Source: an optimization exercise on an open RTL-to-GDS flow (aim: a short achievable clock period and few clock cycles per item). Production flows keep margins and buffers that such runs may drop. The flow treats the clock pin as an ideal source, which a real chip does not have. Power is estimated from default activity; no workload was simulated.

== quartz ==
## box_filter_top
module box_filter_top
(
  input  logic         clk_i,
  input  logic         rst_i,
  input  box_pkg::stream_word_t video_i,
  output logic         video_ready_o,
  output box_pkg::sum_word_t    sum_o,
  input  logic         sum_ready_i
);
Size: about 1,200 cells after synthesis, ~630 flip-flops, roughly 30 I/O pins, ~24,000 µm² of cells after synthesis.
export LEC_CHECK = 0
export CAP_MARGIN = 20
export CORE_MARGIN = 2
export CORE_UTILIZATION = 40
export SLEW_MARGIN = 20
create_clock -name core_clock -period 3.1 [get_ports {clk_i}]
run.sh (not shown) runs the stock make flow with config.mk's settings and CLKGATE_MAP_FILE= SYNTH_SCRIPT=/design/flow/synth_recipe.tcl, a recipe that flattens the netlist after the stock synthesis.
quartz completed every stage of the flow, and the final layout passed the timing, design-rule and antenna checks.
Changes in juniper relative to quartz:
# quartz
export LEC_CHECK = 0
export CAP_MARGIN = 20
export CORE_MARGIN = 2
export CORE_UTILIZATION = 40
export SLEW_MARGIN = 20
create_clock -name core_clock -period 3.1 [get_ports {clk_i}]
# juniper
export LEC_CHECK = 0
export ABC_CLOCK_PERIOD_IN_PS = 1000
export CAP_MARGIN = 20
export CORE_MARGIN = 2
export CORE_UTILIZATION = 40
export SETUP_SLACK_MARGIN = 2.0
export SLEW_MARGIN = 20
create_clock -name core_clock -period 3.1 [get_ports {clk_i}]
### Flow results
Per the comparison of juniper with quartz, total CTS buffers has increased, wire length has increased, wire length of the first global-routing pass has increased, fraction of area in multi-input gates has increased, clock period minus final worst setup slack has decreased. Net count of the finished layout was higher in the run labelled juniper. juniper vs quartz on share of cells above drive strength 1: juniper is the higher one. Post-place instance area: juniper > quartz. Total power | juniper above quartz. Setup slack was lower in the run labelled quartz.
The following lists how xenon was set up differently from juniper:
# juniper
export LEC_CHECK = 0
export ABC_CLOCK_PERIOD_IN_PS = 1000
export CAP_MARGIN = 20
export CORE_MARGIN = 2
export CORE_UTILIZATION = 40
export SETUP_SLACK_MARGIN = 2.0
export SLEW_MARGIN = 20
create_clock -name core_clock -period 3.1 [get_ports {clk_i}]
# xenon
export LEC_CHECK = 0
export ABC_CLOCK_PERIOD_IN_PS = 1500
export CAP_MARGIN = 20
export CORE_MARGIN = 2
export CORE_UTILIZATION = 40
export SETUP_SLACK_MARGIN = 1.6
export SLEW_MARGIN = 20
create_clock -name core_clock -period 3.1 [get_ports {clk_i}]
[summary]
On number of unique standard cell types used by synthesis, juniper and xenon are basically level.
xenon ended with less final area than juniper.
Re final sum of negative setup slack: no difference whatsoever between xenon and juniper.
juniper and xenon ended up with nearly the same cell total after placement.
xenon vs. juniper: average instance area after synthesis did not really move; total routing usage reported by global routing went down.
Function was not checked in any run of this note: the RTL went through the layout flow alone.

========
Another version of the RTL of box_filter_top (not shown whole).
Size: roughly 590 flip-flops, about 30 I/O pins, roughly 21,000 um2 of cells after synthesis.
## box_filter_top
module box_filter_top
(
  input  logic         clk_i,
  input  logic         rst_i,
  input  box_pkg::stream_word_t video_i,
  output logic         video_ready_o,
  output box_pkg::sum_word_t    sum_o,
  input  logic         sum_ready_i
);
export LEC_CHECK = 0
export ABC_CLOCK_PERIOD_IN_PS = 1200
export CAP_MARGIN = 20
export CORE_MARGIN = 2
export CORE_UTILIZATION = 60
export SETUP_SLACK_MARGIN = 1.75
export SLEW_MARGIN = 20
create_clock -name core_clock -period 3.1 [get_ports {clk_i}]
standard.sh (not shown) runs the stock make flow with config.mk's settings and CLKGATE_MAP_FILE= SYNTH_SCRIPT=/design/flow/synth_recipe.tcl, a recipe that flattens the netlist after the stock synthesis.
==> flow/flow/run.sh <==
#!/bin/bash
# The standard layout (standard.sh: the standard flow's own ORFS run, with the standard
# synthesis) with these changes, passed to ORFS through its environment:
#  - port buffers are buf_4 instead of the default pick, a slow delay cell
#  - clock tree synthesis clusters about 30 flip-flops per leaf buffer
set -euo pipefail
here=$(cd "$(dirname "$0")" && pwd)
export BUFFER_PORTS_ARGS="-buffer_cell sky130_fd_sc_hd__buf_4"
export CTS_ARGS="-sink_clustering_enable -repair_clock_nets -sink_clustering_size 30 -sink_clustering_max_diameter 100"
export POST_CTS_TCL="$here/post_cts.tcl"
bash standard.sh > flow.log 2>&1
Other scripts of this flow, unchanged in this note and not shown: flow/flow/clock_top.tcl, flow/flow/post_cts.tcl
Change:
--- a/flow/flow/run.sh
+++ b/flow/flow/run.sh
@@ -8,4 +8,7 @@
 export BUFFER_PORTS_ARGS="-buffer_cell sky130_fd_sc_hd__buf_4"
 export CTS_ARGS="-sink_clustering_enable -repair_clock_nets -sink_clustering_size 30 -sink_clustering_max_diameter 100"
+# no adder cells: the adder step (extract_fa) maps sums to full-adder cells,
+# whose sum output is slow; without it abc maps the adders from plain gates
+export ADDER_MAP_FILE=
 export POST_CTS_TCL="$here/post_cts.tcl"
 bash standard.sh > flow.log 2>&1
Result: The changed run passed the timing, design-rule and antenna checks. Utilization is lower by 0.91 points. Sequential power is about the same. Clock power stays flat. Worst setup slack improves by 0.22 ns. First-iteration DRC count rises by 19%. Area after synthesis goes down by 0.43%.
Function was not checked in any run of this note: the RTL went through the layout flow alone.

[what the ideal ports hide]
The flow's constraints put no driver on any port. The routed layouts listed below were extracted and timed again, unchanged, in two steps.
Step 1 sets driving cells, clkbuf_16 on the clock port and buf_2 on the other inputs (assumed; they add their load-dependent delay and slew).
Step 2, shift: input delay + t, output delay - t, t = (earliest + latest rising clock arrival at the registers) / 2. This alone moves slack from input paths to output paths.
a / b / c = ideal / step 1 / step 2; a / b = the first two.
| run | t, ns | slack for setup (ns) | worst data-port slew with drivers (ns) | cell pins on the clock port's net |
|---|---|---|---|---|
| quartz | 0.669 | 0.575 / 0.575 / 0.296 | 0.03 | 1 |
| juniper | 0.653 | 0.987 / 0.987 / 0.716 | 0.04 | 1 |
| xenon | 0.645 | 0.995 / 0.995 / 0.469 | 0.03 | 1 |
| the first run of note 2 | 0.465 | 1.280 / 1.280 / 1.280 | 0.04 | 4 |
| the second run of note 2 | 0.455 | 1.501 / 1.501 / 1.400 | 0.04 | 4 |
After both steps setup and hold are still met in every run listed. For xenon, which loses most, drivers alone change the setup slack by 0.000 ns; drivers and shift together by -0.526 ns.
